Context: an optimization exercise on an open-source flow, tuned for small area, a short achievable clock period and few clock cycles per item. The choices shown serve that exercise and are no tape-out recipe.
Power is estimated from default activity; no workload was simulated.

## sobel_stream_filter
module sobel_stream_filter #(
  parameter int IMG_W  = 256,
  parameter int IMG_H  = 256,
  parameter int CH_W   = 8
) (
  input  logic                i_clk,
  input  logic                i_rst,
  input  logic                rgb_vld,
  input  logic [3*CH_W-1:0]   rgb_data,
  output logic                rgb_busy,
  output logic                result_vld,
  output logic [3*CH_W-1:0]   result_data,
  input  logic                result_busy
);
Size in the first run: about 5200 cells after synthesis, roughly 4300 flip-flops, ~93000 um^2 of cells after synthesis.
==> flow/config.mk <==
export PLATFORM = sky130hd
export DESIGN_NAME = sobel_stream_filter
export DESIGN_NICKNAME = sobel_stream_filter
export VERILOG_FILES = /design/flow/design.v
export SDC_FILE = /design/flow/constraint.sdc
export NUM_CORES = 4
export LEC_CHECK = 0
export CAP_MARGIN = 20
export CORE_MARGIN = 2
export CORE_UTILIZATION = 80
export CTS_BUF_LIST = sky130_fd_sc_hd__clkbuf_16
export CTS_CLUSTER_DIAMETER = 50
export CTS_CLUSTER_SIZE = 36
export PLACE_DENSITY = 0.9
export SETUP_SLACK_MARGIN = 5
export SLEW_MARGIN = 20
==> flow/constraint.sdc <==
create_clock -name core_clock -period 8.0 [get_ports {i_clk}]
set_input_delay 1.6000 -clock core_clock [delete_from_list [all_inputs] [get_ports {i_clk}]]
set_output_delay 1.6000 -clock core_clock [all_outputs]
set_load 0.01 [all_outputs]
standard.sh (not shown) runs the stock make flow with config.mk's settings and CLKGATE_MAP_FILE= SYNTH_SCRIPT=/design/flow/synth_recipe.tcl, a recipe that flattens the netlist after the stock synthesis.
==> flow/flow/run.sh <==
#!/bin/bash
# The standard layout, with clock tree synthesis told not to add dummy
# loads (the clock tree is otherwise as the flow settings ask).
set -euo pipefail
export CTS_ARGS="-sink_clustering_enable -repair_clock_nets -sink_clustering_size 36 -sink_clustering_max_diameter 50 -buf_list sky130_fd_sc_hd__clkbuf_16 -dont_use_dummy_load"
bash standard.sh > standard.log 2>&1
The starting point failed in 4_1_cts with DPL-0033.
Change:
==> flow/flow/run.sh (replaced) <==
#!/bin/bash
# The standard layout, with clock tree synthesis told not to add dummy
# loads (the clock tree is otherwise as the flow settings ask).
set -euo pipefail
export CTS_ARGS="-sink_clustering_enable -repair_clock_nets -sink_clustering_size 30 -sink_clustering_max_diameter 60 -buf_list {sky130_fd_sc_hd__clkbuf_16 sky130_fd_sc_hd__clkbuf_8 sky130_fd_sc_hd__clkbuf_4} -dont_use_dummy_load"
bash standard.sh > standard.log 2>&1
CORE_UTILIZATION = 65   (was 80)
CTS_CLUSTER_DIAMETER = 60   (was 50)
CTS_CLUSTER_SIZE = 30   (was 36)
PLACE_DENSITY = 0.75   (was 0.9)
Effect: Now the flow completed with no timing, DRC or antenna violations; synthesized cell count is unchanged; area after synthesis does not change.
Change:
==> flow/run.sh (new file) <==
#!/bin/bash
# synth_recipe.tcl (not shown) runs the flow's synth.tcl, then flattens the netlist and writes it again
# the make line also repeats each setting of config.mk as NAME=value (left out here)
make -C /OpenROAD-flow-scripts/flow DESIGN_CONFIG=/design/flow/config.mk WORK_HOME=/design/flow/orfs CLKGATE_MAP_FILE= SYNTH_SCRIPT=/design/flow/synth_recipe.tcl finish
removed: flow/flow/run.sh
removed: flow/standard.sh
Setup slack got worse by 26 ps. Via count rose slightly. Critical path depth rose by 8. Total power rose by a few percent.
Change:
==> flow/flow/run.sh (new file) <==
#!/bin/bash
# The standard layout, with clock tree synthesis told not to add dummy
# loads (the clock tree is otherwise as the flow settings ask).
set -euo pipefail
export CTS_ARGS="-sink_clustering_enable -repair_clock_nets -sink_clustering_size 30 -sink_clustering_max_diameter 60 -buf_list sky130_fd_sc_hd__clkbuf_16 -dont_use_dummy_load"
bash standard.sh > standard.log 2>&1
==> flow/standard.sh (new file) <==
#!/bin/bash
# synth_recipe.tcl (not shown) runs the flow's synth.tcl, then flattens the netlist and writes it again
# the make line also repeats each setting of config.mk as NAME=value (left out here)
make -C /OpenROAD-flow-scripts/flow DESIGN_CONFIG=/design/flow/config.mk WORK_HOME=/design/flow/orfs CLKGATE_MAP_FILE= SYNTH_SCRIPT=/design/flow/synth_recipe.tcl "${@:-finish}"
removed: flow/run.sh
Combinational power is about the same. Global-route usage drops by 0.25 points. Setup slack gains 26 ps.
Change:
==> flow/flow/run.sh (replaced) <==
#!/bin/bash
# The standard layout, with clock tree synthesis told not to add dummy
# loads (the clock tree is otherwise as the flow settings ask).
set -euo pipefail
export CTS_ARGS="-sink_clustering_enable -repair_clock_nets -sink_clustering_size 20 -sink_clustering_max_diameter 40 -buf_list sky130_fd_sc_hd__clkbuf_8 -dont_use_dummy_load"
bash standard.sh > standard.log 2>&1
The changed run completed with no timing, DRC or antenna violations.
Final area hardly moves.
Die area is unchanged.
Synthesized cell count does not change.
Worst setup slack got worse by 110 ps.
Total power goes down by 0.69%.
Non-clock buffer count goes down by 2.
Sequential power barely changes.
Via count goes up by 1.3%.
Routed wire length goes down by 7.2%.
No run of this note included a check of the RTL's function; only the layout flow was run.

========
oak:
Another version of the RTL of sobel_stream_filter (not shown whole).
For scale: about 4300 flip-flops, about 93000 um^2 of cells after synthesis.
export LEC_CHECK = 0
export CAP_MARGIN = 20
export CORE_MARGIN = 2
export CORE_UTILIZATION = 40
export CTS_BUF_LIST = sky130_fd_sc_hd__clkbuf_16
export CTS_CLUSTER_DIAMETER = 60
export CTS_CLUSTER_SIZE = 30
export PLACE_DENSITY = 0.6
export SETUP_SLACK_MARGIN = 5
export SLEW_MARGIN = 20
create_clock -name core_clock -period 8.0 [get_ports {i_clk}]
run.sh (not shown) runs the stock make flow with config.mk's settings and CLKGATE_MAP_FILE= SYNTH_SCRIPT=/design/flow/synth_recipe.tcl, a recipe that flattens the netlist after the stock synthesis.
Stock flow here: none of the scripts above is used.
oak | stages: all done | timing, DRC, antenna: all pass
diff inputs: oak => pine
Settings: PLACE_DENSITY: 0.6 -> 0.75; CORE_UTILIZATION: 40 -> 65.
==> notes.md <==
- pine against oak: fmax has increased; global-route wire length before repair has increased; non-clock buffer share of cell area has remained practically unchanged; die outline area has decreased; via count has increased.
- The startpoint of the most critical setup path comes out sx_g in one run and out_d[5] in the other, namely in pine and oak respectively.
- pine — wire length about 15% higher, oak as reference
- Going from oak to pine, first-iteration detailed-routing DRC count shrank slightly.
- Count of clock-buffer cells in the layout up 4 in pine wrt oak
Function was not checked in any run of this note: the RTL went through the layout flow alone.

========
indigo:
sobel_stream_filter, a different RTL version from the one above (not shown whole).
Size: about 5,300 cells after synthesis, ~54 I/O pins, ~94,000 µm² of cells after synthesis.
==> flow/config.mk <==
export PLATFORM = sky130hd
export DESIGN_NAME = sobel_stream_filter
export DESIGN_NICKNAME = sobel_stream_filter
export VERILOG_FILES = /design/flow/design.v
export SDC_FILE = /design/flow/constraint.sdc
export NUM_CORES = 4
export LEC_CHECK = 0
export CAP_MARGIN = 20
export CORE_MARGIN = 2
export CORE_UTILIZATION = 40
export CTS_BUF_LIST = sky130_fd_sc_hd__clkbuf_8
export CTS_CLUSTER_DIAMETER = 50
export CTS_CLUSTER_SIZE = 20
export PLACE_DENSITY = 0.6
export SETUP_SLACK_MARGIN = 5
export SLEW_MARGIN = 20
==> flow/constraint.sdc <==
create_clock -name core_clock -period 8.0 [get_ports {i_clk}]
set_input_delay 1.6000 -clock core_clock [delete_from_list [all_inputs] [get_ports {i_clk}]]
set_output_delay 1.6000 -clock core_clock [all_outputs]
set_load 0.01 [all_outputs]
Input-level comparison between nickel and indigo:
# indigo
export LEC_CHECK = 0
export CAP_MARGIN = 20
export CORE_MARGIN = 2
export CORE_UTILIZATION = 40
export CTS_BUF_LIST = sky130_fd_sc_hd__clkbuf_8
export CTS_CLUSTER_DIAMETER = 50
export CTS_CLUSTER_SIZE = 20
export PLACE_DENSITY = 0.6
export SETUP_SLACK_MARGIN = 5
export SLEW_MARGIN = 20
create_clock -name core_clock -period 8.0 [get_ports {i_clk}]
# nickel
export LEC_CHECK = 0
export CAP_MARGIN = 20
export CORE_MARGIN = 2
export CORE_UTILIZATION = 40
export CTS_BUF_LIST = sky130_fd_sc_hd__clkbuf_16
export CTS_CLUSTER_DIAMETER = 60
export CTS_CLUSTER_SIZE = 30
export PLACE_DENSITY = 0.6
export SETUP_SLACK_MARGIN = 5
export SLEW_MARGIN = 20
create_clock -name core_clock -period 8.0 [get_ports {i_clk}]
## What came out
nickel ended with every stage complete and zero timing, DRC or antenna violations. indigo → nickel: non-clock buffering overhead in the final layout saw little to no change; number of buffers added for setup after CTS saw a decrease; final instance count without filler cells saw a decrease. nickel vs. indigo: fraction of power spent switching nets saw little to no change; total wirelength of the detailed-routed design saw a decrease; ratio of final minimum period to clock period saw a decrease. indigo has a higher non-clock buffer count than nickel. Compared indigo against nickel; largest incremental delay on the critical path within noise.
Changes in quartz relative to nickel:
# nickel
export LEC_CHECK = 0
export CAP_MARGIN = 20
export CORE_MARGIN = 2
export CORE_UTILIZATION = 40
export CTS_BUF_LIST = sky130_fd_sc_hd__clkbuf_16
export CTS_CLUSTER_DIAMETER = 60
export CTS_CLUSTER_SIZE = 30
export PLACE_DENSITY = 0.6
export SETUP_SLACK_MARGIN = 5
export SLEW_MARGIN = 20
create_clock -name core_clock -period 8.0 [get_ports {i_clk}]
# quartz
export LEC_CHECK = 0
export CAP_MARGIN = 20
export CORE_MARGIN = 2
export CORE_UTILIZATION = 40
export CTS_BUF_LIST = sky130_fd_sc_hd__clkbuf_16
export CTS_CLUSTER_SIZE = 30
export PLACE_DENSITY = 0.6
export SETUP_SLACK_MARGIN = 5
export SLEW_MARGIN = 20
create_clock -name core_clock -period 8.0 [get_ports {i_clk}]
Findings:
quartz vs nickel, signal arrival time at the worst endpoint went down by 30 ps.
Via count delta for quartz relative to nickel: about 4.7% higher
In quartz, number of buffers and inverters on the critical path is lower than in nickel.
Compared with nickel, number of signal-net buffers in the layout in quartz decreased slightly.
Between quartz and nickel, it is quartz whose met1 track demand over resource in global routing is higher, by 0.30 points.
Cmp nickel and quartz / sequential share of power / lower: quartz
quartz has multi-input combinational area share below what nickel had.
quartz vs. nickel: critical path depth went down by 1.
Against nickel, maximum vdd drop in quartz came out worse.
On quartz: ratio of total power to cell area is 39 nW/µm² higher than what nickel gave.
Taking nickel as the reference point, the clock network area share of quartz rises by 5.5 points.
Result: PASS for each of nickel and quartz
> inputs changed (quartz -> violet)
# quartz
export LEC_CHECK = 0
export CAP_MARGIN = 20
export CORE_MARGIN = 2
export CORE_UTILIZATION = 40
export CTS_BUF_LIST = sky130_fd_sc_hd__clkbuf_16
export CTS_CLUSTER_SIZE = 30
export PLACE_DENSITY = 0.6
export SETUP_SLACK_MARGIN = 5
export SLEW_MARGIN = 20
create_clock -name core_clock -period 8.0 [get_ports {i_clk}]
# violet
export LEC_CHECK = 0
export CAP_MARGIN = 20
export CORE_MARGIN = 2
export CORE_UTILIZATION = 40
export PLACE_DENSITY = 0.6
export SETUP_SLACK_MARGIN = 5
export SLEW_MARGIN = 20
create_clock -name core_clock -period 8.0 [get_ports {i_clk}]
Findings:
violet against quartz: clock power share saw an increase; ratio of final minimum period to clock period neither gained nor lost much; first-pass GRT wire length +0.34%; via count barely changed; count of cell types in the netlist did not really move. The post-route minimum period on violet is in line with that on quartz.
Function was not checked in any run of this note: the RTL went through the layout flow alone.

[separate check: timing with driven ports]
The flow's constraints put no driver on any port. The routed layouts listed below were extracted and timed again, unchanged, in two steps. Step 1 (the two cells are an assumption about what drives the block):
set clk [get_ports {i_clk}]
set_driving_cell -lib_cell sky130_fd_sc_hd__clkbuf_16 $clk
set_driving_cell -lib_cell sky130_fd_sc_hd__buf_2 [delete_from_list [all_inputs] $clk]
Step 2 times the ports against the registers' clock, not the clock port: input delays grow and output delays shrink by t, the midpoint of the rising clock arrivals with the driver on. Slacks: ideal ports / drivers / drivers and shift; pairs: ideal ports / drivers.
| run | t (ns) | setup slack, ns | latest minus earliest clock arrival (ns) |
|---|---|---|---|
| the second run of note 1 | 0.848 | 5.018 / 4.941 / 4.305 | 0.131 / 0.131 |
| the third run of note 1 | 0.883 | 4.991 / 4.933 / 4.281 | 0.060 / 0.060 |
| the fourth run of note 1 | 0.848 | 5.018 / 4.941 / 4.305 | 0.131 / 0.131 |
| the fifth run of note 1 | 1.029 | 4.909 / 4.833 / 4.089 | 0.140 / 0.140 |
| oak | 0.900 | 4.870 / 4.787 / 4.239 | 0.051 / 0.052 |
| pine | 0.883 | 4.960 / 4.955 / 4.184 | 0.067 / 0.067 |
| indigo | 1.062 | 4.687 / 4.607 / 4.050 | 0.095 / 0.095 |
| nickel | 0.907 | 4.864 / 4.781 / 4.270 | 0.057 / 0.057 |
| quartz | 0.984 | 4.887 / 4.804 / 4.178 | 0.083 / 0.084 |
| violet | 0.982 | 4.888 / 4.805 / 4.161 | 0.087 / 0.087 |
After both steps setup and hold are still met in every run listed. The setup slack of the fifth run of note 1, which loses most, moves by -0.076 ns with the drivers and by -0.820 ns with both steps.
